What follows belongs to an exercise in optimizing a design on an open flow for small area, a short achievable clock period and few clock cycles; a production flow would make more cautious choices. Where RTL was checked, it was by simulation tests only, not by an equivalence proof against the original. Only the layout flow was run in runs 2 to 4; the RTL was not checked for function there. Power and IR drop assume default switching activity.

==> design.v <==
package emem_pkg;
  localparam int idx_w = 5;
  localparam int addr_w = 7;
  localparam int num_banks = 4;
  localparam int block_bytes = 32;
  localparam int data_bytes = block_bytes - 1;
  localparam logic [7:0] saved_byte = 8'h00;
  localparam logic [7:0] erased_byte = 8'hff;
endpackage
`timescale 1ns/1ps
module emem_program #(
  parameter int NUM_BANKS = emem_pkg::num_banks
) (
  input  logic                   wr_clk,
  input  logic                   reset,
  input  logic                   wr_start,
  input  logic                   rd_start,
  input  logic                   rd_busy,
  input  logic [NUM_BANKS-1:0]   bank_sel,
  output logic [NUM_BANKS-1:0]   prog_we,
  output logic                   wr_accept,
  output logic                   wr_busy,
  output logic                   wr_done
);
  logic busy_q;
  assign wr_accept = wr_start && !rd_start && !rd_busy && !busy_q;
  assign prog_we = {NUM_BANKS{wr_start && !rd_start}} & bank_sel;
  always_ff @(posedge wr_clk or negedge reset)
  begin
    if (!reset)
      busy_q <= 1'b0;
    else
      busy_q <= wr_accept;
  end
  assign wr_busy = busy_q;
  assign wr_done = busy_q;
endmodule
`timescale 1ns/1ps
module emem_array #(
  parameter int NUM_BANKS = emem_pkg::num_banks
) (
  input  logic                                   wr_clk,
  input  logic                                   em_clear,
  input  logic [NUM_BANKS-1:0]                   prog_we,
  input  logic [emem_pkg::data_bytes*8-1:0]      prog_data,
  input  logic [NUM_BANKS-1:0]                   rd_bank,
  input  logic [4:0]                             rd_prev,
  output logic [7:0]                             rd_data,
  output logic [NUM_BANKS-1:0]                   lead
);
  localparam int NBYTES = emem_pkg::data_bytes;
  localparam int W      = NBYTES * 8;
  logic [W-1:0]           cells [NUM_BANKS];
  logic [NUM_BANKS-1:0]   mark_erased;
  logic                   clear_q;
  always_ff @(posedge wr_clk)
  begin
    clear_q <= em_clear;
  end
  always_ff @(posedge wr_clk)
  begin
    for (int b = 0; b < NUM_BANKS; b++)
    begin
      cells[b]       <= (cells[b] | {W{clear_q}}) & (prog_data | {W{!prog_we[b]}});
      mark_erased[b] <= (mark_erased[b] | clear_q) & !prog_we[b];
    end
  end
  always_comb
  begin
    for (int b = 0; b < NUM_BANKS; b++)
    begin
      lead[b] = !clear_q && !em_clear;
      for (int k = 0; k <= b; k++)
        lead[b] = lead[b] && !mark_erased[k];
      if (b + 1 < NUM_BANKS)
        lead[b] = lead[b] && mark_erased[b+1];
    end
  end
  logic [NBYTES-1:0] byte_sel;
  always_comb
  begin
    for (int j = 0; j < NBYTES; j++)
      byte_sel[j] = (rd_prev == 5'(j - 1));
  end
  always_comb
  begin
    rd_data = '0;
    for (int b = 0; b < NUM_BANKS; b++)
      for (int j = 0; j < NBYTES; j++)
        rd_data = rd_data | ({8{rd_bank[b] & byte_sel[j]}} & cells[b][j*8 +: 8]);
  end
endmodule
`timescale 1ns/1ps
module emem_restore #(
  parameter int NUM_BANKS = emem_pkg::num_banks,
  parameter int CNT_W = $clog2(NUM_BANKS + 1)
) (
  input  logic                   wr_clk,
  input  logic                   reset,
  input  logic                   rd_start,
  input  logic                   wr_busy,
  input  logic                   wr_accept,
  input  logic [NUM_BANKS-1:0]   lead,
  input  logic [7:0]             rd_data,
  output logic [NUM_BANKS-1:0]   rd_bank,
  output logic [4:0]             rd_prev,
  output logic [NUM_BANKS-1:0]   bank_sel,
  output logic                   rd_busy,
  output logic                   rd_done,
  output logic                   init_load,
  output logic [4:0]             init_index,
  output logic [7:0]             init_data,
  output logic [CNT_W-1:0]       em_bank,
  output logic                   em_full
);
  localparam logic [4:0] LAST_IDX = 5'(emem_pkg::data_bytes - 1);
  logic              rd_accept;
  logic              found;
  logic [CNT_W-1:0]  lead_cnt;
  logic [CNT_W-1:0]  bank_count;
  logic [CNT_W-1:0]  count_next;
  logic              busy_next;
  logic              load_next;
  logic              done_next;
  logic [4:0]        idx;
  assign rd_accept = rd_start && !rd_busy && !wr_busy;
  always_ff @(posedge wr_clk)
  begin
    rd_bank <= lead;
  end
  assign found = |rd_bank;
  always_comb
  begin
    lead_cnt = '0;
    for (int b = 0; b < NUM_BANKS; b++)
      if (rd_bank[b])
        lead_cnt = CNT_W'(b + 1);
  end
  always_comb
  begin
    count_next = bank_count;
    if (rd_accept)
      count_next = lead_cnt;
    else if (wr_accept && (bank_count != CNT_W'(NUM_BANKS)))
      count_next = bank_count + CNT_W'(1);
  end
  assign busy_next = rd_accept || (rd_busy && !rd_done);
  assign load_next = (rd_accept && found) || (init_load && (idx != LAST_IDX));
  assign done_next = (rd_accept && !found) || (init_load && (idx == LAST_IDX - 5'd1));
  always_ff @(posedge wr_clk or negedge reset)
  begin
    if (!reset)
    begin
      bank_count <= '0;
      bank_sel   <= '0;
      rd_busy    <= 1'b0;
      rd_done    <= 1'b0;
      init_load  <= 1'b0;
    end
    else
    begin
      bank_count <= count_next;
      for (int b = 0; b < NUM_BANKS; b++)
        bank_sel[b] <= !busy_next && !wr_accept && (count_next == CNT_W'(b));
      rd_busy    <= busy_next;
      rd_done    <= done_next;
      init_load  <= load_next;
    end
  end
  always_ff @(posedge wr_clk)
  begin
    idx       <= load_next ? idx + 5'd1 : 5'd31;
    init_data <= rd_data;
  end
  assign rd_prev    = idx;
  assign init_index = idx;
  assign em_bank    = bank_count;
  assign em_full    = bank_count[CNT_W-1];
endmodule
`timescale 1ns/1ps
module emem_ctrl #(
  parameter int NUM_BANKS = emem_pkg::num_banks
) (
  input  logic          wr_clk,
  input  logic          reset,
  input  logic          em_clear,
  input  logic          rd_start,
  input  logic          wr_start,
  input  logic [247:0]  em_data,
  output logic          rd_busy,
  output logic          wr_busy,
  output logic          rd_done,
  output logic          wr_done,
  output logic          init_load,
  output logic [4:0]    init_index,
  output logic [7:0]    init_data,
  output logic [2:0]    em_bank,
  output logic          em_full
);
  localparam int CNT_W = $clog2(NUM_BANKS + 1);
  logic [NUM_BANKS-1:0] prog_we;
  logic                 wr_accept;
  logic [NUM_BANKS-1:0] bank_sel;
  logic [NUM_BANKS-1:0] rd_bank;
  logic [4:0]           rd_prev;
  logic [7:0]           rd_data;
  logic [NUM_BANKS-1:0] lead;
  emem_program #(
    .NUM_BANKS   (NUM_BANKS)
  ) u_program (
    .wr_clk      (wr_clk),
    .reset       (reset),
    .wr_start    (wr_start),
    .rd_start    (rd_start),
    .rd_busy     (rd_busy),
    .bank_sel    (bank_sel),
    .prog_we     (prog_we),
    .wr_accept   (wr_accept),
    .wr_busy     (wr_busy),
    .wr_done     (wr_done)
  );
  emem_array #(
    .NUM_BANKS   (NUM_BANKS)
  ) u_array (
    .wr_clk      (wr_clk),
    .em_clear    (em_clear),
    .prog_we     (prog_we),
    .prog_data   (em_data),
    .rd_bank     (rd_bank),
    .rd_prev     (rd_prev),
    .rd_data     (rd_data),
    .lead        (lead)
  );
  emem_restore #(
    .NUM_BANKS   (NUM_BANKS),
    .CNT_W       (CNT_W)
  ) u_restore (
    .wr_clk      (wr_clk),
    .reset       (reset),
    .rd_start    (rd_start),
    .wr_busy     (wr_busy),
    .wr_accept   (wr_accept),
    .lead        (lead),
    .rd_data     (rd_data),
    .rd_bank     (rd_bank),
    .rd_prev     (rd_prev),
    .bank_sel    (bank_sel),
    .rd_busy     (rd_busy),
    .rd_done     (rd_done),
    .init_load   (init_load),
    .init_index  (init_index),
    .init_data   (init_data),
    .em_bank     (em_bank),
    .em_full     (em_full)
  );
endmodule
==> run.sh <==
#!/bin/bash
# synth_recipe.tcl (not shown) runs the flow's synth.tcl, then flattens the netlist and writes it again
# the make line also repeats each setting of config.mk as NAME=value (left out here)
make -C /OpenROAD-flow-scripts/flow DESIGN_CONFIG=/design/flow/config.mk WORK_HOME=/design/flow/orfs CLKGATE_MAP_FILE= SYNTH_SCRIPT=/design/flow/synth_recipe.tcl finish
==> config.mk <==
export PLATFORM = sky130hd
export DESIGN_NAME = emem_ctrl
export DESIGN_NICKNAME = emem_ctrl
export VERILOG_FILES = /design/flow/design.v
export SDC_FILE = /design/flow/constraint.sdc
export NUM_CORES = 4
export LEC_CHECK = 0
export CAP_MARGIN = 20
export CORE_MARGIN = 2
export CORE_UTILIZATION = 30
export PLACE_DENSITY = 0.5
export SLEW_MARGIN = 20
==> constraint.sdc <==
create_clock -name core_clock -period 8.0 [get_ports {wr_clk}]
set_input_delay 1.6000 -clock core_clock [delete_from_list [all_inputs] [get_ports {wr_clk}]]
set_output_delay 1.6000 -clock core_clock [all_outputs]
set_load 0.01 [all_outputs]
==> results of run 1 <==
==> report_power, final <==
part           switching, mW  internal, mW
clock                   2.29          3.43
combinational          0.957         0.576
sequential             0.410          5.51
==> critical path: cells and delay by family (launching register included) <==
kind,cells,cell delay [ns]
and+or+nand+nor,5,2.95
DFF,1,0.91
AOI/OAI and AO/OA,1,0.30
buffers and inverters,1,0.30
==> registers in the layout, indices dropped and copies added (netlist names) <==
name                  flops
u_restore.rd_bank         4
u_restore.idx             5
u_restore.bank_count      3
u_restore.init_data       8
u_restore.init_load       1
u_array.cells           992
u_restore.bank_sel        4
u_array.mark_erased       4
u_restore.rd_done         1
u_program.busy_q          1
u_restore.rd_busy         1
u_array.clear_q           1
==> final timing paths <==
check | to | start | depth (start not counted)
setup / recovery | u_restore.init_data[4] | u_restore.idx[2] | 7
hold reg to reg | u_restore.rd_bank[3] | u_array.mark_erased[3] | 1
hold / removal | u_restore.rd_bank[3] | u_array.mark_erased[3] | 1
setup reg to reg | u_restore.init_data[4] | u_restore.idx[2] | 7
max in group asynchronous | u_restore.bank_count[0] | reset | 1
min in group asynchronous | u_restore.rd_done | reset | 1
==> logic make-up (layout without fill, tap and decap cells) <==
kind of cell,Yosys count,in the layout
fa+ha+maj,8,8
simple gates,568,568
buf+inv,351,635
compound gates,1458,1458
other cells,0,16
flops,1025,1025
mux,10,10
xor+xnor,4,4
==> per-layer routing <==
metal | part of all wire | vias up | GRT usage
li1 | - | 14160 | -
met1 | 0.39 | 18902 | 0.464
met2 | 0.39 | 3000 | 0.499
met3 | 0.14 | 789 | 0.155
met4 | 0.087 | 22 | 0.275
met5 | 0.00062 | - | 0
==> layout make-up <==
type                            count  area (um^2)
Clock inverter                     49          793
Multi-Input combinational cell   2048        16000
Tap cell                         1650         2060
Inverter                           13         48.8
Clock buffer                      158         3200
Antenna cell                       16         40.0
Timing Repair Buffer              415         3900
Sequential cell                  1025        20600
Fill cell                       12540        78600
==> cell usage in the layout (no fill, tap or decap), drive strengths merged, types with 58 or more instances in the layout <==
cell type      count
and3              93
clkbuf           159
a32oi            120
clkdlybuf4s50    274
o22a             993
nor2              88
buf              140
dfxtp           1014
nand3            113
nand4             89
a22oi            203
nand2             58
==> through the flow <==
stage               setup slack [ns]  hold WS [ns]  utilization
finish                          3.14         0.399        0.372
global route                    3.45         0.439        0.372
CTS                             3.65         0.415        0.372
detailed placement              3.57         0.431        0.340
global placement                3.61         0.420        0.340
floorplan                       4.98         0.413            -
==> flow_summary_export.csv, run 1 <==
group,metric,value,unit
status,status,"no timing/DRC/antenna violations",
floorplanning,rows,130,
clocking,ctsResizeCount,0,
floorplanning,dieArea,129000,um^2
yosys,ys.flop_type,"dfxtp_1",
yosys,syn_nets,3685,
sta,fmax,206,MHz
layout,post-route-cell-area,46600,um^2
clocking,clkTransAtPathRegs,0.06,ns
routing,drtAntennaViolNets,0,
sta,drv_slew,0,
sta,setup_violations,0,
yosys,synth_top_family_by_area,"compound AO/OA/AOI/OAI gates",
power,powerDensity,283,nW/um^2
sta,worstMarginPinSlew,1.39,ns
clocking,cts_buffers,112,
yosys,synth-seq-cells,1025,
yosys,synthAdderAreaFrac,0.00265,
setup_path,crit_path_start_kind,"flip-flop",
clocking,cts-root-buf,"clkbuf_16",
floorplanning,core,125000,um^2
clocking,clock_latency,0.74,ns
floorplanning,die_width,359,um
yosys,synth_warnings,4,
setup_path,path_class,"reg -> reg",
yosys,synth_top_cells_by_count,"1014 x dfxtp_1, 993 x o22a_1, 296 x clkbuf_1",
setup_path,worstPathRequired,8.41,ns
floorplanning,die_h,359,um
clocking,h-tree-depth,3,
global_route,antenna_found_initial,43,
yosys,yosys.area_share.simple,0.0832,
global_route,grt_pass1_vias,32746,
yosys,synth_seq_area_share,0.544,
routing,routedWlPerCell,46.2,um
routing,routed_wl,248000,um
yosys,synth.avg_cell_area,11.0,um^2
min_path,hp-class,"reg -> reg",
floorplanning,ios,275,
setup_path,reg2reg_slack,3.14,ns
yosys,syn_area,37800,um^2
clocking,postCtsHoldBufs,0,
placed_design,port_buffers,274,
global_route,grt_max_degree,222,
setup_path,cp.arrival,5.27,ns
routing,num_vias,36873,
sta,finalHoldViolations,0,
routing,avgViaCountPerCell,6.86,
power,leakagePower,15.9,nW
routing,first_pass_iters,8,
clocking,clock_path_buffers,3,
routing,drt_iter0_markers,6181,
setup_path,cp_max_fo,26,
sta,fin_setup_tns,0,ns
setup_path,critPathCaptureType,"flip-flop",
placed_design,place_area,42500,um^2
yosys,yosysTopAreaCell,"dfxtp_1",
yosys,synthMuxAreaShare,0.00278,
layout,drive_above_1_share,0.106,
yosys,yosys.cell_types.count,66,
setup_path,cp_common_cell,"nand4_1",
sta,grt_setup_unrepaired,"false",
routing,drcViolationCount,0,
global_route,grt_usage,0.369,
sta,max_slew_margin,0.0743,
yosys,synth_area_leaders,"dfxtp_1 54%, o22a_1 23%, a22oi_1 4.0%, clkbuf_1 2.9%, a32oi_1 2.8%",
yosys,synth_edf_count,0,
power,power,13.2,mW
floorplanning,start_util,0.302,
setup_path,max_stage_delay,1.04,ns
layout,final_cells,5374,
yosys,async_flop_share,0.0107,
placed_design,hpwl,179000,um
clocking,post-cts-setup-buffers,0,
setup_path,cp_cell_sequence,"nand2b_1 > nor2_1 > buf_4 > a22oi_1 > nand4_1 > nor4_1 > nand4_1",
placed_design,dp_cells,5148,
yosys,yosysMostFrequentCell,"dfxtp_1",
yosys,synth_compound_area_frac,0.328,
clocking,cts_sinks,1025,
yosys,synthCells,3424,
placed_design,gp_congestion,1.08,
global_route,grt_pass1_wl,320000,um
flow_run,cap_violations,0,
global_route,grt_overflow,0,
sta,min_period_over_period,0.607,
sta,clock_skew,0.0394,ns
power,ir_drop,0.166,mV
clocking,cts_tree,"built",
layout,nets,3876,
setup_path,slowest_stage,"nor4_1",
layout,area_growth,23.4,%
yosys,synth-xor-area-share,0.000927,
sta,layout_min_cycle_time,4.86,ns
yosys,synth_top_area_share,0.537,
Testbench counts, summed over its fixed seeds: cycles 9,354.
==> inputs of run 2 (changes only) <==
--- a/design.v
+++ b/design.v
@@ -46,3 +46,3 @@
   input  logic [NUM_BANKS-1:0]                   rd_bank,
-  input  logic [4:0]                             rd_prev,
+  input  logic [emem_pkg::data_bytes-1:0]        rd_byte,
   output logic [7:0]                             rd_data,
@@ -78,8 +78,2 @@
   end
-  logic [NBYTES-1:0] byte_sel;
-  always_comb
-  begin
-    for (int j = 0; j < NBYTES; j++)
-      byte_sel[j] = (rd_prev == 5'(j - 1));
-  end
   always_comb
@@ -89,3 +83,3 @@
       for (int j = 0; j < NBYTES; j++)
-        rd_data = rd_data | ({8{rd_bank[b] & byte_sel[j]}} & cells[b][j*8 +: 8]);
+        rd_data = rd_data | ({8{rd_bank[b] & rd_byte[j]}} & cells[b][j*8 +: 8]);
   end
@@ -105,3 +99,3 @@
   output logic [NUM_BANKS-1:0]   rd_bank,
-  output logic [4:0]             rd_prev,
+  output logic [emem_pkg::data_bytes-1:0] rd_byte,
   output logic [NUM_BANKS-1:0]   bank_sel,
@@ -124,3 +118,2 @@
   logic              done_next;
-  logic [4:0]        idx;
   assign rd_accept = rd_start && !rd_busy && !wr_busy;
@@ -147,4 +140,4 @@
   assign busy_next = rd_accept || (rd_busy && !rd_done);
-  assign load_next = (rd_accept && found) || (init_load && (idx != LAST_IDX));
-  assign done_next = (rd_accept && !found) || (init_load && (idx == LAST_IDX - 5'd1));
+  assign load_next = (rd_accept && found) || (init_load && !rd_done);
+  assign done_next = (rd_accept && !found) || (init_load && rd_byte[LAST_IDX]);
   always_ff @(posedge wr_clk or negedge reset)
@@ -171,7 +164,7 @@
   begin
-    idx       <= load_next ? idx + 5'd1 : 5'd31;
+    rd_byte   <= load_next ? {rd_byte[emem_pkg::data_bytes-2:0], 1'b0} :
+                             emem_pkg::data_bytes'(1);
+    init_index <= init_load ? init_index + 5'd1 : 5'd0;
     init_data <= rd_data;
   end
-  assign rd_prev    = idx;
-  assign init_index = idx;
   assign em_bank    = bank_count;
@@ -204,3 +197,3 @@
   logic [NUM_BANKS-1:0] rd_bank;
-  logic [4:0]           rd_prev;
+  logic [emem_pkg::data_bytes-1:0] rd_byte;
   logic [7:0]           rd_data;
@@ -229,3 +222,3 @@
     .rd_bank     (rd_bank),
-    .rd_prev     (rd_prev),
+    .rd_byte     (rd_byte),
     .rd_data     (rd_data),
@@ -245,3 +238,3 @@
     .rd_bank     (rd_bank),
-    .rd_prev     (rd_prev),
+    .rd_byte     (rd_byte),
     .bank_sel    (bank_sel),
--- a/config.mk
+++ b/config.mk
@@ -9,4 +9,6 @@
 export CORE_MARGIN = 2
-export CORE_UTILIZATION = 30
-export PLACE_DENSITY = 0.5
+export CORE_UTILIZATION = 50
+export PLACE_DENSITY = 0.65
+export SETUP_SLACK_MARGIN = 5
 export SLEW_MARGIN = 20
+export TNS_END_PERCENT = 100
==> run 2 against run 1 <==
  * Area after synthesis down 1.7%
  * Non-clock buffer count is 67 lower
  * Global-route usage increased by 5.7 points
  * Critical path depth shrank 1
  * Sequential share of layout area up 3.6 points
  * Die area down 41%
  * Clock power down 7.0%
  * Largest cell class unchanged
  * Synthesized cell count is 6.4% lower
  * Register-to-register slack improved by 1.8 ns
  * Final cell count decreased by 19%
  * Still clean on timing, DRC and antenna
  * Worst hold slack better by 0.036 ns
  * Wire length down 32%
  * Critical path type unchanged
==> flow_summary_export.csv, run 2 <==
group,metric,value,unit
status,status,"no timing/DRC/antenna violations",
setup_path,critPathCaptureType,"flip-flop",
sta,fmax,331,MHz
layout,final_cell_mix,"1041 x dfxtp_1, 992 x o22a_1, 252 x clkdlybuf4s50_1, 242 x a22oi_1, 115 x clkbuf_16",
sta,finalHoldViolations,0,
layout,top_regs,"u_array.cells x992, u_restore.rd_byte x31, u_restore.init_data x8",
global_route,grt_max_degree,217,
layout,final_common_cell,"dfxtp_1",
power,power.net_switching,2.43,mW
global_route,grt_overflow,0,
yosys,syn_area,37100,um^2
yosys,synth_area_leaders,"dfxtp_1 56%, o22a_1 23%, a22oi_1 4.9%, a22o_1 2.7%, clkbuf_1 2.2%",
sta,grt_setup_unrepaired,"false",
routing,drcViolationCount,0,
yosys,synth-seq-cells,1056,
yosys,synthCells,3204,
floorplanning,core,73200,um^2
yosys,syn_nets,3460,
floorplanning,rows,99,
clocking,cts_tree,"built",
layout,post-route-cell-area,44400,um^2
sta,min_period_over_period,0.378,
min_path,hp-class,"reg -> reg",
yosys,ys.flop_type,"dfxtp_1",
floorplanning,die_width,277,um
sta,setup_violations,0,
routing,first_pass_iters,7,
power,clockPowerShare,0.483,
power,leakagePower,14.9,nW
setup_path,max_stage_delay,0.66,ns
power,ir_drop,0.174,mV
clocking,clock_latency,0.68,ns
setup_path,cp_max_fo,20,
floorplanning,dieArea,76500,um^2
clocking,cts-root-buf,"clkbuf_16",
setup_path,crit_path_start_kind,"flip-flop",
setup_path,cp.arrival,3.45,ns
power,p_int,8.60,mW
sta,layout_min_cycle_time,3.02,ns
sta,drv_slew,0,
sta,worst_slack,4.98,ns
yosys,synth.avg_cell_area,11.6,um^2
routing,routedWlPerCell,38.7,um
clocking,clock_path_buffers,3,
yosys,yosys.cell_types.count,50,
yosys,synth_warnings,5,
yosys,yosysMostFrequentCell,"dfxtp_1",
sta,max_slew_margin,0.273,
routing,drt_iter0_markers,4912,
global_route,grt_pass1_vias,30981,
yosys,async_flop_share,0.0104,
sta,fin_setup_tns,0,ns
placed_design,hpwl,110000,um
setup_path,cp_common_cell,"nand4_1",
clocking,h-tree-depth,3,
sta,clock_skew,0.0158,ns
setup_path,slowest_stage,"dfxtp_1",
setup_path,path_class,"reg -> reg",
placed_design,port_buffers,274,
clocking,clkTransAtPathRegs,0.06,ns
flow_run,cap_violations,0,
floorplanning,die_h,277,um
power,p_sw_frac,0.221,
setup_path,worstPathRequired,8.43,ns
power,p_comb_frac,0.040,
global_route,grt_pass1_wl,233000,um
yosys,yosysTopAreaCell,"dfxtp_1",
yosys,synth_edf_count,0,
sta,worstMarginPinSlew,1.09,ns
routing,num_vias,32509,
global_route,antenna_found_initial,8,
placed_design,place_ws,3.44,ns
layout,drive_above_1_share,0.0781,
power,power,11.0,mW
global_route,grt_usage,0.426,
setup_path,cp_cell_sequence,"buf_4 > a22oi_1 > nand4_1 > a22o_1 > nor3_1 > nand4_1",
floorplanning,ios,275,
layout,largest_reg_flops,992,
layout,nets,3580,
yosys,synth_seq_area_share,0.571,
layout,largest-register,"u_array.cells",
power,seq_power_share,0.477,
placed_design,gp_congestion,0.946,
power,powerDensity,249,nW/um^2
floorplanning,start_util,0.507,
routing,routed_wl,169000,um
clocking,cts_sinks,1056,
routing,avgViaCountPerCell,7.44,
placed_design,place_area,40300,um^2
routing,drtAntennaViolNets,0,
layout,area_growth,19.5,%
clocking,cts_buffers,107,
yosys,synth_top_area_share,0.563,
yosys,synth_top_cells_by_count,"1045 x dfxtp_1, 992 x o22a_1, 242 x a22oi_1",
[run 2: per-layer routing]
metal,track usage,routed length (um),vias up
met5,0,74,-
met1,0.542,63600,16616
met3,0.0991,18700,520
met4,0.321,15100,6
li1,-,-,13146
met2,0.630,71600,2221
[run 2: worst max-delay path: cells and delay by family (launching register included)]
kind,cells,cell delay [ns]
buf+inv,1,0.45
simple gates,3,0.78
compound gates,2,0.85
flops,1,0.66
[run 2: metrics by stage]
| stage | instances | hold slack [ns] | util |
|---|---|---|---|
| 2_1_floorplan | 3204 | 0.413 | - |
| 3_3_place_gp | 4161 | 0.423 | 0.550 |
| 3_5_place_dp | 4161 | 0.433 | 0.550 |
| 4_1_cts | 4361 | 0.436 | 0.604 |
| 5_1_grt | 4367 | 0.471 | 0.606 |
| 6_report | 4369 | 0.435 | 0.606 |
[run 2: logic make-up after synthesis]
logic type,count (synthesis),synth area share
compound gates,1552,0.354
fa+ha+maj,3,0.00101
simple gates,241,0.0345
mux,1,0.000269
xor+xnor,5,0.00118
buf+inv,346,0.0381
flops,1056,0.571
[run 2: area by class of cell]
| cell class | instances | area (um^2) |
|---|---|---|
| Timing Repair Buffer | 348 | 3560 |
| Clock inverter | 35 | 492 |
| Antenna cell | 2 | 5.00 |
| Multi-Input combinational cell | 1802 | 14600 |
| Fill cell | 5921 | 28800 |
| Inverter | 9 | 36.3 |
| Sequential cell | 1056 | 21200 |
| Tap cell | 959 | 1200 |
| Clock buffer | 158 | 3280 |
[run 2: repair_timing]
| action | 4_1_cts | 5_1_grt |
|---|---|---|
| setup buffers | 5 | 2 |
| cloned | 2 | 3 |
| hold buffers | 0 | 0 |
| endpoints found under the setup margin | 1022 | 492 |
| pin swaps | 0 | 1 |
| resized for setup | 41 | 17 |
[run 2: power by group through the flow]
stage	combinational, mW	sequential [mW]	clock (mW)
after global routing	0.440	5.26	5.55
final	0.447	5.26	5.32
after CTS	0.425	5.26	5.32
after global placement	0.420	5.38	0
after floorplan	0.0873	5.38	0
after detailed placement	0.421	5.38	0
[run 2: worst paths after layout]
check / from / endpoint / slack, ns / cells past startpoint
min: u_array.mark_erased[3] / u_restore.rd_bank[3] / 0.44 / 1
max reg2reg: u_restore.rd_byte[26] / u_restore.init_data[1] / 4.98 / 6
min reg2reg: u_array.mark_erased[3] / u_restore.rd_bank[3] / 0.44 / 1
max: u_restore.rd_byte[26] / u_restore.init_data[1] / 4.98 / 6
max in group asynchronous: reset / u_restore.bank_sel[2] / 6.42 / 1
min in group asynchronous: reset / u_restore.bank_sel[3] / 1.25 / 1
==> inputs of run 3 (changes only) <==
==> flow/run.sh (new file) <==
#!/bin/bash
set -euo pipefail
bash standard.sh \
  SETUP_SLACK_MARGIN=5.5 \
  TNS_END_PERCENT=100 \
  "BUFFER_PORTS_ARGS=-buffer_cell sky130_fd_sc_hd__buf_1" \
  "CTS_ARGS=-sink_clustering_enable -repair_clock_nets -dont_use_dummy_load" \
  finish > flow.log 2>&1
==> standard.sh (new file) <==
#!/bin/bash
# synth_recipe.tcl (not shown) runs the flow's synth.tcl, then flattens the netlist and writes it again
# the make line also repeats each setting of config.mk as NAME=value (left out here)
make -C /OpenROAD-flow-scripts/flow DESIGN_CONFIG=/design/flow/config.mk WORK_HOME=/design/flow/orfs CLKGATE_MAP_FILE= SYNTH_SCRIPT=/design/flow/synth_recipe.tcl "${@:-finish}"
removed: run.sh
==> run 3 against run 2 <==
  * Register-to-register slack better by 0.45 ns
  * Wire length is 3.1% higher
  * Critical path depth is 5 lower
  * Maximum frequency is 8.7% higher
  * Combinational power is 26% lower
  * Global-route usage is 0.18 points higher
  * Clock power is about 20% lower
  * Flip-flop and latch count stayed put
  * Still clean
  * Area after synthesis stayed put
  * Final area is 4.4% lower
  * Sequential share of layout area is 2.2 points higher
  * Power is 11% lower
==> flow_summary_export.csv, run 3 <==
group,metric,value,unit
yosys,syn_area,37100,um^2
routing,avgViaCountPerCell,7.59,
sta,setup_violations,0,
layout,largest_reg_flops,992,
global_route,grt_usage,0.428,
layout,top_regs,"u_array.cells x992, u_restore.rd_byte x31, u_restore.init_data x8",
yosys,yosysMostFrequentCell,"dfxtp_1",
layout,largest-register,"u_array.cells",
sta,worstMarginPinSlew,1.39,ns
floorplanning,start_util,0.507,
routing,drtAntennaViolNets,0,
setup_path,crit_path_start_kind,"flip-flop",
power,ir_drop,0.184,mV
clocking,cts_sinks,1056,
setup_path,critPathCaptureType,"output port",
sta,fmax,360,MHz
clocking,cts_buffers,107,
setup_path,r2r_start,"u_restore.rd_byte[16]",
floorplanning,ios,275,
layout,final_common_cell,"dfxtp_1",
setup_path,worstPathRequired,6.40,ns
min_path,hp-class,"reg -> reg",
yosys,ys.flop_type,"dfxtp_1",
yosys,synth_top_area_share,0.563,
yosys,synth_top_cells_by_count,"1045 x dfxtp_1, 992 x o22a_1, 242 x a22oi_1",
sta,max_slew_margin,0.0703,
global_route,grt_max_degree,238,
global_route,antenna_found_initial,59,
setup_path,reg2reg_slack,5.43,ns
layout,fin_util,0.580,
setup_path,max_stage_delay,0.39,ns
global_route,grt_pass1_vias,30661,
sta,drv_slew,0,
clocking,clock_path_buffers,3,
setup_path,cp_cell_sequence,"clkbuf_2",
clocking,cts_tree,"built",
sta,clock_skew,0.0472,ns
setup_path,crit_end,"em_bank[2]",
floorplanning,rows,99,
setup_path,cpLargestDelayFamily,"flip-flops",
clocking,h-tree-depth,3,
setup_path,path_class,"reg -> out",
floorplanning,die_h,277,um
sta,finalHoldViolations,0,
layout,final_cell_mix,"1023 x dfxtp_1, 992 x o22a_1, 252 x buf_1, 238 x a22oi_1, 114 x clkbuf_16",
floorplanning,dieArea,76500,um^2
layout,register_area,21200,um^2
setup_path,r2r-end,"u_restore.init_data[4]",
yosys,synthCells,3204,
setup_path,worstSetupStartpoint,"u_restore.bank_count[2]",
layout,final_cells,4343,
setup_path,cp.buffers_inverters,1,
layout,nets,3610,
global_route,grt_overflow,0,
layout,multiInputGateArea,14800,um^2
status,status,"no timing/DRC/antenna violations",
placed_design,hpwl,109000,um
layout,drive_above_1_share,0.0823,
clocking,clock_latency,0.68,ns
yosys,yosysTopAreaCell,"dfxtp_1",
yosys,synth-seq-cells,1056,
routing,num_vias,32965,
sta,fin_hold_ws,0.454,ns
yosys,synth_area_leaders,"dfxtp_1 56%, o22a_1 23%, a22oi_1 4.9%, a22o_1 2.7%, clkbuf_1 2.2%",
routing,routed_wl,174000,um
setup_path,worst-path-stages,1,
yosys,synth_seq_area_share,0.571,
yosys,synth_warnings,5,
yosys,syn_nets,3460,
global_route,grt_pass1_wl,234000,um
yosys,synth.avg_cell_area,11.6,um^2
placed_design,gp_congestion,0.925,
yosys,yosys.cell_types.count,50,
placed_design,port_buffers,274,
setup_path,cp_max_fo,3,
routing,drt_iter0_markers,5577,
power,leakagePower,14.0,nW
routing,drcViolationCount,0,
routing,first_pass_iters,8,
yosys,synth_edf_count,0,
min_path,min_from,"u_array.mark_erased[3]",
floorplanning,core,73200,um^2
sta,fin_setup_tns,0,ns
layout,num-fill-cells,6103,
yosys,async_flop_share,0.0104,
flow_run,cap_violations,0,
sta,layout_min_cycle_time,2.78,ns
min_path,holdPathStages,1,
layout,area_growth,14.3,%
clocking,cts-root-buf,"clkbuf_16",
setup_path,slowest_stage,"dfrtp_1",
clocking,clkTransAtPathRegs,0.06,ns
sta,grt_setup_unrepaired,"true",
routing,routedWlPerCell,40.2,um
floorplanning,die_width,277,um
placed_design,dp_cells,4157,
setup_path,r2r_cells,7,
setup_path,cp.arrival,1.18,ns
sta,min_period_over_period,0.347,
power,powerDensity,232,nW/um^2
[run 3: how the worst min path moves through the flow]
stage / to / slack, ns
6_report: u_restore.rd_bank[3] / 0.45
5_1_grt: u_restore.rd_bank[3] / 0.48
4_1_cts: u_restore.rd_bank[3] / 0.45
3_5_place_dp: u_restore.rd_bank[3] / 0.44
3_3_place_gp: u_restore.rd_bank[3] / 0.42
2_1_floorplan: u_restore.rd_bank[3] / 0.41
[run 3: cells by family (layout without fill, tap and decap cells)]
logic type                 after synthesis  in the layout  share of synthesized area
AOI/OAI and AO/OA                     1552           1552                      0.354
xor gates and xnor gates                 5              5                    0.00118
adders and majority gates                3              3                    0.00101
buffers and inverters                  346            487                     0.0381
DFF                                   1056           1056                      0.571
muxes                                    1              1                   0.000269
other                                    0             32                          0
and+or+nand+nor                        241            248                     0.0345
[run 3: metal layers]
layer	vias to the layer above	wire length, um	GRT usage
met5	-	376	0
met4	43	14300	0.310
met3	611	23100	0.126
met2	2454	73600	0.628
met1	16675	63100	0.536
li1	13182	-	-
[run 3: power breakdown]
group / internal [mW] / switching (mW) / leakage, nW
combinational: 0.0593 / 0.274 / 4.06
clock: 2.33 / 1.93 / 1.32
sequential: 5.26 / 0.00560 / 8.61
[run 3: area by class of cell]
cell class | count | share of cell area
diodes | 32 | 0.00189
clock buffers | 107 | 0.0631
inverters | 9 | 0.000796
multi-input cells | 1809 | 0.348
flip-flops and latches | 1056 | 0.500
well taps | 959 | 0.0283
repair buffers | 371 | 0.0583
[run 3: per-stage QoR]
| stage | area, um^2 | worst slack [ns] | power, mW |
|---|---|---|---|
| finish | 42500 | 5.22 | 9.86 |
| global route | 42400 | 5.19 | 10.0 |
| CTS | 42000 | 5.20 | 9.82 |
| detailed placement | 38500 | 3.52 | 5.68 |
| global placement | 38500 | 3.59 | 5.68 |
| floorplan | 37300 | 5.38 | 5.46 |
[run 3: what timing repair did]
action                                  4_1_cts  5_1_grt
cloned                                        9       12
endpoints found under the setup margin     1033      656
buffers inserted                             15       11
gates resized for setup                      94       28
hold buffers                                  0        0
pin swaps                                     7        6
==> inputs of run 4 (changes only) <==
==> flow/run.sh (replaced) <==
#!/bin/bash
set -euo pipefail
bash standard.sh \
  SETUP_SLACK_MARGIN=5.5 \
  TNS_END_PERCENT=100 \
  "BUFFER_PORTS_ARGS=-buffer_cell sky130_fd_sc_hd__buf_1" \
  "CTS_ARGS=-sink_clustering_enable -repair_clock_nets -dont_use_dummy_load -sink_clustering_size 24 -buf_list sky130_fd_sc_hd__clkbuf_8" \
  finish > flow.log 2>&1
==> run 4 against run 3 <==
  * Die area is the same
  * Final cell count grew 1.2%
  * Highest routed layer unchanged
  * Critical path depth is the same
  * Maximum frequency shrank 5.6%
  * Clock skew grew 0.0060 ns
==> flow_summary_export.csv, run 4 <==
group,metric,value,unit
setup_path,critPathCaptureType,"output port",
yosys,yosysMostFrequentCell,"dfxtp_1",
yosys,synthCells,3204,
global_route,antenna_found_initial,57,
min_path,holdPathStages,1,
sta,fmax,340,MHz
yosys,synth_top_area_share,0.563,
floorplanning,die_width,277,um
setup_path,cp.arrival,1.34,ns
clocking,clock_path_buffers,3,
floorplanning,ios,275,
routing,num_vias,33302,
clocking,cts_buffers,168,
sta,setup_violations,0,
setup_path,crit_path_start_kind,"flip-flop",
routing,avgViaCountPerCell,7.57,
routing,drtAntennaViolNets,0,
global_route,grt_max_degree,238,
power,leakagePower,13.7,nW
setup_path,r2r_start,"u_restore.rd_byte[26]",
flow_run,cap_violations,0,
sta,layout_min_cycle_time,2.94,ns
yosys,ys.flop_type,"dfxtp_1",
floorplanning,start_util,0.507,
yosys,synth-seq-cells,1056,
setup_path,path_class,"reg -> out",
layout,multiInputGateArea,14700,um^2
sta,min_period_over_period,0.368,
floorplanning,core,73200,um^2
min_path,hp-class,"reg -> reg",
floorplanning,die_h,277,um
layout,register_area,21200,um^2
min_path,min_from,"u_array.mark_erased[3]",
sta,clock_skew,0.0532,ns
setup_path,cp_max_fo,3,
placed_design,port_buffers,274,
setup_path,worstPathRequired,6.40,ns
layout,largest_reg_flops,992,
setup_path,cp.buffers_inverters,1,
routing,routed_wl,173000,um
global_route,grt_pass1_wl,233000,um
setup_path,slowest_stage,"dfrtp_1",
setup_path,max_stage_delay,0.40,ns
routing,drt_iter0_markers,5579,
setup_path,r2r_cells,6,
layout,final_cell_mix,"1023 x dfxtp_1, 992 x o22a_1, 252 x buf_1, 239 x a22oi_1, 168 x clkbuf_8",
placed_design,hpwl,109000,um
placed_design,dp_cells,4157,
setup_path,reg2reg_slack,5.43,ns
clocking,h-tree-depth,4,
clocking,cts_tree,"built",
layout,final_common_cell,"dfxtp_1",
power,powerDensity,224,nW/um^2
status,status,"no timing/DRC/antenna violations",
setup_path,r2r-end,"u_restore.init_data[1]",
clocking,clock_latency,0.84,ns
yosys,synth_seq_area_share,0.571,
clocking,postCtsHoldBufs,0,
layout,num-fill-cells,6245,
global_route,grt_usage,0.426,
floorplanning,rows,99,
layout,top_regs,"u_array.cells x992, u_restore.rd_byte x31, u_restore.init_data x8",
global_route,grt_pass1_vias,30918,
yosys,synth_edf_count,0,
sta,worstMarginPinSlew,1.27,ns
yosys,yosys.cell_types.count,50,
sta,fin_setup_tns,0,ns
yosys,synth_warnings,5,
sta,fin_hold_ws,0.450,ns
yosys,synth_top_cells_by_count,"1045 x dfxtp_1, 992 x o22a_1, 242 x a22oi_1",
clocking,cts_sinks,1056,
yosys,async_flop_share,0.0104,
power,ir_drop,0.140,mV
routing,routedWlPerCell,39.4,um
sta,drv_slew,0,
yosys,syn_area,37100,um^2
yosys,yosysTopAreaCell,"dfxtp_1",
sta,max_slew_margin,0.154,
setup_path,cpLargestDelayFamily,"flip-flops",
sta,finalHoldViolations,0,
yosys,syn_nets,3460,
layout,drive_above_1_share,0.0966,
floorplanning,dieArea,76500,um^2
yosys,synth_area_leaders,"dfxtp_1 56%, o22a_1 23%, a22oi_1 4.9%, a22o_1 2.7%, clkbuf_1 2.2%",
clocking,cts-root-buf,"clkbuf_8",
placed_design,gp_congestion,0.925,
layout,largest-register,"u_array.cells",
layout,nets,3663,
setup_path,cp_cell_sequence,"clkbuf_2",
routing,first_pass_iters,9,
layout,final_cells,4397,
routing,drcViolationCount,0,
global_route,grt_overflow,0,
min_path,min_to,"u_restore.rd_bank[3]",
sta,grt_setup_unrepaired,"true",
clocking,clkTransAtPathRegs,0.06,ns
layout,area_growth,12.8,%
yosys,synth.avg_cell_area,11.6,um^2
## run 4: report_power, final
part           internal, mW  switching, mW  total, mW  leakage [nW]
Clock                  1.84           1.94       3.78          1.21
Sequential             5.26        0.00392       5.27          8.61
Combinational        0.0599          0.276      0.336          3.92
## run 4: cells by family after synthesis
family | count (synthesis) | synth area share
compound gates | 1552 | 0.354
flops | 1056 | 0.571
fa+ha+maj | 3 | 0.00101
mux | 1 | 0.000269
xor+xnor | 5 | 0.00118
buf+inv | 346 | 0.0381
simple gates | 241 | 0.0345
## run 4: cell type report
class,instances,area share
clock buffer,168,0.0552
antenna,33,0.00197
timing repair buffer,367,0.0552
tap,959,0.0286
inverter,9,0.000807
multi-input combinational,1805,0.351
sequential,1056,0.507
## run 4: how the worst max path moves through the flow
stage	start	end	slack [ns]	depth (start not counted)
after CTS	u_restore.rd_done	rd_done	5.01	1
after global routing	u_restore.rd_done	rd_done	5.01	1
final	u_restore.bank_count[2]	em_full	5.06	1
after detailed placement	rd_start	u_array.cells[2][14]	3.52	6
after floorplan	wr_start	u_restore.bank_sel[3]	5.38	7
after global placement	wr_start	u_array.cells[2][126]	3.59	6
## run 4: what timing repair did
item	in CTS	in global routing
setup buffers	14	9
pin swaps	5	4
setup endpoints to repair	1031	707
gates resized for setup	87	27
gates cloned	5	11
## run 4: per-layer routing
| layer | vias to the layer above | part of all wire | wire (um) | GRT usage |
|---|---|---|---|---|
| li1 | 13252 | - | - | - |
| met1 | 16884 | 0.37 | 64200 | 0.532 |
| met2 | 2488 | 0.42 | 73400 | 0.624 |
| met3 | 642 | 0.13 | 21800 | 0.126 |
| met4 | 36 | 0.080 | 13900 | 0.315 |
| met5 | - | 0.0013 | 218 | 0 |
## run 4: metrics by stage
step | power (mW) | worst slack, ns | instance area, um^2 | util
2_1_floorplan | 5.46 | 5.38 | 37300 | -
3_3_place_gp | 5.68 | 3.59 | 38500 | 0.527
3_5_place_dp | 5.68 | 3.52 | 38500 | 0.527
4_1_cts | 9.35 | 5.01 | 41400 | 0.566
5_1_grt | 9.59 | 5.01 | 41800 | 0.572
6_report | 9.38 | 5.06 | 41900 | 0.572
==> inputs of run 5 (changes only) <==
--- a/design.v
+++ b/design.v
@@ -109,3 +109,2 @@
 );
-  localparam logic [4:0] LAST_IDX = 5'(emem_pkg::data_bytes - 1);
   logic              rd_accept;
@@ -141,3 +140,3 @@
   assign load_next = (rd_accept && found) || (init_load && !rd_done);
-  assign done_next = (rd_accept && !found) || (init_load && rd_byte[LAST_IDX]);
+  assign done_next = (rd_accept && !found) || (init_load && rd_byte[emem_pkg::data_bytes-1]);
   always_ff @(posedge wr_clk or negedge reset)
==> flow/run.sh (replaced) <==
#!/bin/bash
set -euo pipefail
bash standard.sh \
  SETUP_SLACK_MARGIN=5.5 \
  TNS_END_PERCENT=100 \
  "BUFFER_PORTS_ARGS=-buffer_cell sky130_fd_sc_hd__buf_1" \
  "CTS_ARGS=-sink_clustering_enable -repair_clock_nets -dont_use_dummy_load" \
  finish > flow.log 2>&1
==> run 5 against run 4 <==
  * Flip-flop and latch count unchanged
  * Via count up 0.23%
  * Largest power group unchanged
  * Still clean on timing, DRC and antenna
  * Die area barely moved
  * Worst hold slack gained 0.012 ns
  * Clock skew decreased by 0.0048 ns
  * Global-route usage up 1.4 points
==> flow_summary_export.csv, run 5 <==
group,metric,value,unit
status,status,"no timing/DRC/antenna violations",
layout,nets,3641,
routing,drcViolationCount,0,
min_path,min_from,"u_array.mark_erased[0]",
power,seq_power_share,0.534,
clocking,cts_sinks,1056,
setup_path,worstSetupStartpoint,"u_restore.bank_count[0]",
yosys,synth_seq_area_share,0.570,
routing,drtAntennaViolNets,0,
sta,fmax,359,MHz
clocking,cts_buffers,105,
global_route,grt_pass1_vias,30877,
floorplanning,dieArea,76500,um^2
setup_path,critPathCaptureType,"output port",
global_route,antenna_found_initial,36,
setup_path,slowest_stage,"dfrtp_1",
sta,clock_skew,0.0484,ns
clocking,clock_latency,0.67,ns
yosys,synthMuxAreaShare,0.000269,
sta,fin_setup_tns,0,ns
power,clockPowerShare,0.428,
sta,setup_violations,0,
yosys,yosys.area_share.simple,0.0376,
power,p_comb_frac,0.038,
setup_path,cp.buffers_inverters,1,
placed_design,hpwl,112000,um
routing,first_pass_iters,9,
layout,largest-register,"u_array.cells",
clocking,clock_path_buffers,3,
yosys,ys.flop_type,"dfxtp_1",
layout,final_cell_mix,"1019 x dfxtp_1, 992 x o22a_1, 250 x buf_1, 223 x a22oi_1, 132 x a22o_1",
floorplanning,die_width,277,um
clocking,cts-root-buf,"clkbuf_16",
yosys,synth-seq-cells,1056,
yosys,synth_top_cells_by_count,"1045 x dfxtp_1, 992 x o22a_1, 277 x clkbuf_1",
setup_path,cpLargestDelayFamily,"flip-flops",
power,p_sw_frac,0.228,
floorplanning,die_h,277,um
power,ir_drop,0.174,mV
yosys,synth_top_family_by_area,"compound AO/OA/AOI/OAI gates",
power,leakagePower,14.4,nW
floorplanning,core,73200,um^2
layout,drive_above_1_share,0.0964,
global_route,grt_pass1_wl,240000,um
sta,min_period_over_period,0.348,
yosys,yosys.cell_types.count,52,
power,p_int,7.61,mW
yosys,async_flop_share,0.0104,
layout,final_common_cell,"dfxtp_1",
sta,finalHoldViolations,0,
routing,avgViaCountPerCell,7.65,
yosys,synth_warnings,4,
clocking,postCtsHoldBufs,0,
placed_design,place_area,38700,um^2
routing,num_vias,33378,
power,power.net_switching,2.24,mW
routing,drt_iter0_markers,6367,
clocking,cts_tree,"built",
yosys,synth.avg_cell_area,11.6,um^2
placed_design,port_buffers,274,
sta,max_slew_margin,0.186,
min_path,hp-class,"reg -> reg",
floorplanning,rows,99,
layout,post-route-cell-area,43000,um^2
setup_path,worstPathRequired,6.40,ns
routing,routed_wl,177000,um
yosys,synth-xor-area-share,0.00118,
sta,worstMarginPinSlew,1.22,ns
flow_run,cap_violations,0,
yosys,synth_compound_area_frac,0.353,
sta,drv_slew,0,
global_route,grt_overflow,0,
layout,top_regs,"u_array.cells x992, u_restore.rd_byte x31, u_restore.init_data x8",
layout,area_growth,15.7,%
global_route,grt_max_degree,222,
setup_path,r2r_start,"u_restore.rd_byte[27]",
yosys,yosysTopAreaCell,"dfxtp_1",
sta,layout_min_cycle_time,2.78,ns
setup_path,path_class,"reg -> out",
yosys,syn_nets,3473,
clocking,clkTransAtPathRegs,0.06,ns
setup_path,cp_cell_sequence,"buf_6",
power,powerDensity,229,nW/um^2
sta,grt_setup_unrepaired,"true",
yosys,synth_top_area_share,0.563,
yosys,synth_edf_count,0,
yosys,synthAdderAreaFrac,0.00101,
floorplanning,start_util,0.508,
yosys,synthCells,3217,
yosys,yosysMostFrequentCell,"dfxtp_1",
layout,largest_reg_flops,992,
placed_design,gp_congestion,0.943,
setup_path,crit_path_start_kind,"flip-flop",
global_route,grt_usage,0.440,
yosys,synth_area_leaders,"dfxtp_1 56%, o22a_1 23%, a22oi_1 4.7%, a22o_1 3.1%, clkbuf_1 2.8%",
setup_path,max_stage_delay,0.41,ns
routing,routedWlPerCell,40.5,um
setup_path,cp.arrival,1.18,ns
clocking,h-tree-depth,3,
yosys,syn_area,37200,um^2
floorplanning,ios,275,
setup_path,cp_max_fo,2,
[run 5: changes by cell type after synthesis, moves of 6 or more]
cell and delta:
clkbuf_1 +55, nor3_1 -6, buf_2 -65, a22oi_1 -11, a22o_1 +19, buf_1 +14, a21oi_1 -6, nand3_1 +16
[run 5: power groups by stage]
stage | sequential, mW | combinational (mW) | clock [mW]
detailed placement | 5.38 | 0.323 | 0
global route | 5.26 | 0.363 | 4.41
global placement | 5.38 | 0.321 | 0
floorplan | 5.38 | 0.0874 | 0
CTS | 5.26 | 0.339 | 4.20
finish | 5.26 | 0.371 | 4.22
[run 5: what timing repair did]
item	CTS	global route
resized for setup	126	62
gates cloned	15	6
buffers inserted	28	15
pin swaps	17	18
setup endpoints to repair	1030	580
[run 5: cell families after synthesis]
family,Yosys count
AOI/OAI and AO/OA,1542
xor gates and xnor gates,5
adders and majority gates,3
buffers and inverters,348
DFF,1056
muxes,1
and+or+nand+nor,262
[run 5: layout make-up]
class / count / area, um^2
Clock buffer: 105 / 2630
Sequential cell: 1056 / 21200
Tap cell: 959 / 1200
Antenna cell: 23 / 57.6
Inverter: 6 / 22.5
Fill cell: 6094 / 30200
Timing Repair Buffer: 396 / 2850
Multi-Input combinational cell: 1820 / 15000
[run 5: path summary, 6_finish.rpt]
check | endpoint | slack, ns | depth (start not counted)
min in group asynchronous | u_restore.bank_sel[0] | 0.95 | 1
max in group asynchronous | u_restore.rd_busy | 6.65 | 1
max reg2reg | u_restore.init_data[2] | 5.40 | 6
max | em_bank[0] | 5.22 | 1
min reg2reg | u_restore.rd_bank[0] | 0.46 | 1
min | u_restore.rd_bank[0] | 0.46 | 1
[run 5: through the flow]
step	cells	setup WS (ns)	hold WS (ns)	util	power, mW
3_5_place_dp	4173	3.53	0.446	0.528	5.70
2_1_floorplan	3217	5.32	0.413	-	5.46
4_1_cts	4321	5.21	0.462	0.579	9.81
3_3_place_gp	4171	3.60	0.433	0.528	5.70
5_1_grt	4357	5.18	0.479	0.587	10.0
6_report	4365	5.22	0.462	0.587	9.85
[run 5: routing by layer]
layer	vias up	track usage	routed length (um)
met4	10	0.330	14100
met5	-	0	64
li1	13267	-	-
met2	2599	0.629	73700
met1	16971	0.569	65400
met3	531	0.119	23500
Testbench counts of run 5, summed over its fixed seeds: cycles 9,354.
==> inputs of run 6 (changes only) <==
==> flow/run.sh (replaced) <==
#!/bin/bash
set -euo pipefail
bash standard.sh \
  SETUP_SLACK_MARGIN=5.5 \
  TNS_END_PERCENT=100 \
  "BUFFER_PORTS_ARGS=-buffer_cell sky130_fd_sc_hd__buf_1" \
  "CTS_ARGS=-sink_clustering_enable -repair_clock_nets -dont_use_dummy_load -sink_clustering_size 24 -sink_clustering_max_diameter 150" \
  finish > flow.log 2>&1
==> run 6 against run 5 <==
  * Area after synthesis did not move
  * Clock power shrank 34%
  * Still clean
  * Worst hold slack improved by 0.0023 ns
  * Die area did not move
  * First-iteration DRC count is 3.2% lower
  * Combinational power shrank 2%
  * Sequential power about the same
  * Critical endpoint is now wr_busy
==> flow_summary_export.csv, run 6 <==
group,metric,value,unit
global_route,antenna_found_initial,33,
yosys,yosysMostFrequentCell,"dfxtp_1",
flow_run,cap_violations,0,
yosys,synth_edf_count,0,
floorplanning,die_h,277,um
global_route,grt_usage,0.432,
setup_path,cp.arrival,1.22,ns
clocking,cts-root-buf,"clkbuf_16",
sta,finalHoldViolations,0,
setup_path,cp.buffers_inverters,1,
yosys,ys.flop_type,"dfxtp_1",
status,status,"no timing/DRC/antenna violations",
clocking,cts_sinks,1056,
yosys,syn_area,37200,um^2
setup_path,cp_max_fo,3,
clocking,cts_buffers,49,
yosys,yosysTopAreaCell,"dfxtp_1",
setup_path,critPathCaptureType,"output port",
routing,drtAntennaViolNets,0,
sta,layout_min_cycle_time,2.82,ns
layout,num-fill-cells,6261,
layout,final_cell_mix,"1018 x dfxtp_1, 992 x o22a_1, 252 x buf_1, 221 x a22oi_1, 132 x a22o_1",
min_path,holdPathStages,2,
floorplanning,rows,99,
floorplanning,core,73200,um^2
power,ir_drop,0.159,mV
min_path,min_from,"u_array.mark_erased[2]",
yosys,synth-seq-cells,1056,
layout,post-route-cell-area,41400,um^2
power,seq_power_share,0.626,
placed_design,port_buffers,274,
power,p_comb_frac,0.043,
sta,worstMarginPinSlew,1.27,ns
global_route,grt_pass1_wl,236000,um
yosys,synth.avg_cell_area,11.6,um^2
clocking,cts_tree,"built",
layout,final_common_cell,"dfxtp_1",
layout,final_cells,4293,
power,powerDensity,203,nW/um^2
setup_path,r2r-end,"u_restore.init_data[2]",
routing,first_pass_iters,8,
layout,area_growth,11.5,%
routing,avgViaCountPerCell,7.68,
setup_path,slowest_stage,"dfrtp_1",
routing,routedWlPerCell,40.6,um
yosys,synth_warnings,4,
layout,drive_above_1_share,0.0772,
layout,top_regs,"u_array.cells x992, u_restore.rd_byte x31, u_restore.init_data x8",
global_route,grt_max_degree,222,
power,p_int,6.41,mW
placed_design,dp_cells,4173,
clocking,clock_latency,0.65,ns
setup_path,r2r_start,"u_restore.rd_byte[27]",
setup_path,cp_cell_sequence,"buf_2",
power,p_sw_frac,0.237,
routing,num_vias,32986,
clocking,clkTransAtPathRegs,0.10,ns
yosys,async_flop_share,0.0104,
global_route,grt_pass1_vias,30187,
clocking,clock_path_buffers,3,
layout,nets,3572,
floorplanning,die_width,277,um
setup_path,r2r_cells,6,
power,leakagePower,13.5,nW
yosys,synth_seq_area_share,0.570,
setup_path,crit_path_start_kind,"flip-flop",
setup_path,reg2reg_slack,5.28,ns
yosys,yosys.cell_types.count,52,
placed_design,gp_congestion,0.943,
min_path,hp-class,"reg -> reg",
sta,grt_setup_unrepaired,"true",
power,clockPowerShare,0.331,
placed_design,place_area,38700,um^2
sta,drv_slew,0,
floorplanning,dieArea,76500,um^2
yosys,synthCells,3217,
layout,largest-register,"u_array.cells",
layout,largest_reg_flops,992,
power,power.net_switching,1.99,mW
routing,drcViolationCount,0,
yosys,synth_area_leaders,"dfxtp_1 56%, o22a_1 23%, a22oi_1 4.7%, a22o_1 3.1%, clkbuf_1 2.8%",
yosys,synth_top_cells_by_count,"1045 x dfxtp_1, 992 x o22a_1, 277 x clkbuf_1",
sta,fin_setup_tns,0,ns
global_route,grt_overflow,0,
yosys,synth_top_area_share,0.563,
setup_path,path_class,"reg -> out",
routing,routed_wl,174000,um
sta,clock_skew,0.0177,ns
setup_path,worstPathRequired,6.40,ns
placed_design,hpwl,112000,um
sta,fmax,355,MHz
floorplanning,ios,275,
clocking,h-tree-depth,2,
sta,max_slew_margin,0.157,
setup_path,cpLargestDelayFamily,"flip-flops",
sta,setup_violations,0,
yosys,syn_nets,3473,
routing,drt_iter0_markers,6164,
min_path,min_to,"u_restore.rd_bank[1]",
floorplanning,start_util,0.508,
sta,min_period_over_period,0.352,
setup_path,max_stage_delay,0.41,ns
-- run 6: cell types whose count changed in the layout (fill, tap and decap cells not counted), sizes merged --
cell,before,now
buf,382,369
bufbuf,7,5
clkbuf,112,59
clkinv,1,0
clkinvlp,0,1
diode,23,20
nand2,51,50
-- run 6: how the worst max path moves through the flow --
| stage | start | to | slack (ns) | cells past startpoint |
|---|---|---|---|---|
| final | u_program.busy_q | wr_busy | 5.18 | 1 |
| after global routing | u_restore.bank_count[2] | em_bank[2] | 5.16 | 1 |
| after CTS | u_restore.bank_count[2] | em_bank[2] | 5.19 | 1 |
| after detailed placement | rd_start | u_array.cells[3][92] | 3.53 | 6 |
| after global placement | wr_start | u_array.cells[3][181] | 3.60 | 6 |
| after floorplan | wr_start | u_restore.bank_sel[3] | 5.32 | 7 |
-- run 6: kinds of logic after synthesis --
family          count (synthesis)  synth area share
compound gates               1542             0.353
xor+xnor                        5           0.00118
fa+ha+maj                       3           0.00101
buf+inv                       348            0.0363
flops                        1056             0.570
mux                             1          0.000269
simple gates                  262            0.0376
-- run 6: timing repair --
item	CTS	global route
hold buffers	0	0
gates cloned	10	8
endpoints found under the setup margin	1032	761
resized for setup	134	67
setup buffers	16	17
pin swaps	17	11
hold endpoints to repair	0	0
-- run 6: area by class of cell --
type,instances,area (um^2),share of cell area
multi-input cells,1819,15000,0.362
flip-flops and latches,1056,21300,0.513
inverters,6,26.3,0.000634
clock buffers,49,1230,0.0296
well taps,959,1200,0.0290
repair buffers,384,2680,0.0648
diodes,20,50.0,0.00121
-- run 6: per-layer routing --
layer | share of wire | global-route usage | wire (um) | up-vias
li1 | - | - | - | 13093
met4 | 0.079 | 0.303 | 13800 | 6
met1 | 0.37 | 0.570 | 64500 | 16732
met3 | 0.13 | 0.0993 | 23200 | 531
met2 | 0.42 | 0.624 | 72900 | 2624
met5 | 0.00025 | 0 | 44 | -
-- run 6: power by group through the flow --
| stage | Sequential [mW] | Clock [mW] | Combinational (mW) |
|---|---|---|---|
| after floorplan | 5.38 | 0 | 0.0874 |
| after global placement | 5.38 | 0 | 0.321 |
| after detailed placement | 5.38 | 0 | 0.323 |
| after CTS | 5.26 | 2.77 | 0.334 |
| after global routing | 5.26 | 2.94 | 0.356 |
| final | 5.26 | 2.78 | 0.365 |
-- run 6: per-stage QoR --
stage	setup slack [ns]	total power [mW]	util	hold WS [ns]
3_3_place_gp	3.60	5.70	0.528	0.433
4_1_cts	5.19	8.36	0.557	0.461
6_report	5.18	8.40	0.566	0.464
3_5_place_dp	3.53	5.70	0.528	0.446
2_1_floorplan	5.32	5.46	-	0.413
5_1_grt	5.16	8.56	0.566	0.490
==> inputs of run 7 (changes only) <==
--- a/flow/run.sh
+++ b/flow/run.sh
@@ -5,2 +5,3 @@
   TNS_END_PERCENT=100 \
+  MATCH_CELL_FOOTPRINT=0 \
   "BUFFER_PORTS_ARGS=-buffer_cell sky130_fd_sc_hd__buf_1" \
==> run 7 against run 6 <==
  * Register-to-register slack better by 0.11 ns
  * Still clean on timing, DRC and antenna
  * Sequential share of layout area fell by 0.26 points
  * Maximum frequency is 0.47% higher
  * Largest cell class unchanged
  * Critical path type unchanged
==> flow_summary_export.csv, run 7 <==
group,metric,value,unit
status,status,"no timing/DRC/antenna violations",
clocking,cts_sinks,1056,
yosys,synthCells,3217,
routing,drt_iter0_markers,6091,
floorplanning,core,73200,um^2
global_route,grt_pass1_vias,30304,
sta,clock_skew,0.0162,ns
routing,routedWlPerCell,41.4,um
setup_path,slowest_stage,"dfrtp_1",
floorplanning,start_util,0.508,
routing,drcViolationCount,0,
layout,final_cell_mix,"1013 x dfxtp_1, 992 x o22a_1, 252 x buf_1, 227 x a22oi_1, 131 x a22o_1",
setup_path,worstPathRequired,6.40,ns
routing,drtAntennaViolNets,0,
routing,first_pass_iters,8,
setup_path,cp.arrival,1.20,ns
power,power,8.40,mW
setup_path,cp.buffers_inverters,1,
sta,min_period_over_period,0.351,
yosys,yosysTopAreaCell,"dfxtp_1",
sta,grt_setup_unrepaired,"true",
setup_path,cpLargestDelayFamily,"flip-flops",
yosys,yosys.cell_types.count,52,
yosys,synth-seq-cells,1056,
flow_run,cap_violations,0,
yosys,ys.flop_type,"dfxtp_1",
global_route,grt_max_degree,236,
layout,largest-register,"u_array.cells",
global_route,antenna_found_initial,35,
yosys,async_flop_share,0.0104,
yosys,synth_edf_count,0,
clocking,clock_path_buffers,3,
clocking,clkTransAtPathRegs,0.09,ns
setup_path,cp_max_fo,3,
setup_path,r2r_cells,5,
clocking,clock_latency,0.66,ns
floorplanning,die_width,277,um
clocking,postCtsHoldBufs,0,
setup_path,crit_path_start_kind,"flip-flop",
sta,layout_min_cycle_time,2.80,ns
layout,area_growth,12.1,%
layout,largest_reg_flops,992,
yosys,synth_top_area_share,0.563,
setup_path,worst-path-stages,1,
clocking,cts-root-buf,"clkbuf_16",
sta,fmax,357,MHz
setup_path,max_stage_delay,0.42,ns
yosys,syn_nets,3473,
sta,fin_setup_tns,0,ns
global_route,grt_pass1_wl,239000,um
floorplanning,rows,99,
sta,max_slew_margin,0.123,
yosys,synth_warnings,4,
yosys,syn_area,37200,um^2
layout,final_common_cell,"dfxtp_1",
floorplanning,dieArea,76500,um^2
yosys,synth_top_cells_by_count,"1045 x dfxtp_1, 992 x o22a_1, 277 x clkbuf_1",
power,powerDensity,202,nW/um^2
layout,top_regs,"u_array.cells x992, u_restore.rd_byte x31, u_restore.init_data x8",
sta,worstMarginPinSlew,1.32,ns
power,ir_drop,0.152,mV
floorplanning,die_h,277,um
yosys,synth_seq_area_share,0.570,
yosys,yosysMostFrequentCell,"dfxtp_1",
setup_path,critPathCaptureType,"output port",
routing,avgViaCountPerCell,7.75,
clocking,cts_buffers,49,
placed_design,hpwl,111000,um
sta,finalHoldViolations,0,
yosys,synth.avg_cell_area,11.6,um^2
global_route,grt_overflow,0,
clocking,cts_tree,"built",
sta,setup_violations,0,
yosys,synth_area_leaders,"dfxtp_1 56%, o22a_1 23%, a22oi_1 4.7%, a22o_1 3.1%, clkbuf_1 2.8%",
min_path,hp-class,"reg -> reg",
min_path,holdPathStages,1,
power,leakagePower,13.6,nW
placed_design,gp_congestion,0.933,
clocking,h-tree-depth,2,
setup_path,path_class,"reg -> out",
global_route,grt_usage,0.439,
routing,num_vias,33427,
setup_path,cp_cell_sequence,"clkbuf_2",
layout,drive_above_1_share,0.0818,
layout,nets,3584,
placed_design,port_buffers,274,
sta,drv_slew,0,
floorplanning,ios,275,
routing,routed_wl,179000,um
==> run 7: cell type report <==
type | instances | area [um^2]
clock buffers | 49 | 1230
diodes | 28 | 70.1
well taps | 959 | 1200
flip-flops and latches | 1056 | 21300
fillers | 6206 | 31500
inverters | 6 | 22.5
repair buffers | 397 | 2890
multi-input cells | 1818 | 15000
==> run 7: what timing repair did <==
item                       4_1_cts  5_1_grt
resized for setup              192       45
buffers inserted                27       13
pin swaps                       20       14
cloned                          18        9
setup endpoints to repair     1032      590
==> run 7: cell families (layout without fill, tap and decap cells) <==
logic type / Yosys count / after routing / share of synthesized area
buf+inv: 348 / 452 / 0.0363
mux: 1 / 1 / 0.000269
fa+ha+maj: 3 / 3 / 0.00101
xor+xnor: 5 / 5 / 0.00118
other cells: 0 / 28 / 0
simple gates: 262 / 267 / 0.0376
flops: 1056 / 1056 / 0.570
compound gates: 1542 / 1542 / 0.353
==> run 7: power by group <==
| part | leakage (nW) | internal, mW | switching, mW |
|---|---|---|---|
| Clock | 0.604 | 1.10 | 1.69 |
| Combinational | 4.40 | 0.0569 | 0.304 |
| Sequential | 8.61 | 5.25 | 0.00454 |
| Total | 13.6 | 6.40 | 2.00 |
==> run 7: worst paths after layout <==
check	from	slack [ns]	to
worst max-delay path	u_restore.bank_count[2]	5.20	em_bank[2]
worst min-delay path	u_array.mark_erased[3]	0.44	u_restore.rd_bank[3]
worst max register to register	u_restore.rd_byte[1]	5.39	u_restore.init_data[3]
worst min register to register	u_array.mark_erased[3]	0.44	u_restore.rd_bank[3]
max in group asynchronous	reset	6.67	u_restore.bank_count[2]
min in group asynchronous	reset	0.93	u_restore.bank_count[0]
==> run 7: stage by stage <==
stage               utilization  hold WS [ns]  setup WS [ns]  instances  area [um^2]
floorplan                     -         0.413           5.34       3217        37300
global placement          0.528         0.419           3.75       4168        38700
detailed placement        0.528         0.432           3.70       4168        38700
CTS                       0.562         0.445           5.18       4262        41100
global route              0.569         0.475           5.16       4298        41600
finish                    0.569         0.445           5.20       4313        41700
==> run 7: layer usage <==
layer  global-route usage  vias to the layer above  wire length [um]
li1                     -                    13124                 -
met2                0.613                     2775             72300
met4                0.356                       14             16900
met3                0.119                      678             24000
met1                0.568                    16836             65200
met5                    0                        -               202

## separate check: timing with driven ports
The results above use ideal ports. As a check the final layouts listed here were re-extracted and re-timed, cells and wires unchanged. Step 1 assumes that a clkbuf_16 drives the clock port and a buf_2 every other input. Step 2 times the ports against the registers' clock, not the clock port: input delays grow and output delays shrink by t, the midpoint of the rising clock arrivals with the driver on. a / b / c = ideal / step 1 / step 2; a / b = the first two.
run | t, ns | setup slack, ns | clock arrival spread, ns
run 1 | 0.804 | 3.140 / 3.140 / 3.140 | 0.047 / 0.047
run 2 | 0.750 | 4.980 / 4.966 / 4.313 | 0.019 / 0.019
run 3 | 0.726 | 5.222 / 5.151 / 4.856 | 0.057 / 0.057
run 4 | 0.884 | 5.057 / 4.982 / 4.672 | 0.061 / 0.062
run 5 | 0.723 | 5.217 / 5.143 / 4.738 | 0.051 / 0.052
run 6 | 0.714 | 5.183 / 5.111 / 4.831 | 0.021 / 0.021
run 7 | 0.720 | 5.196 / 5.123 / 4.826 | 0.019 / 0.019
After both steps setup and hold are still met in every run listed. For run 2, which loses most, drivers alone change the setup slack by -0.014 ns; drivers and shift together by -0.667 ns.
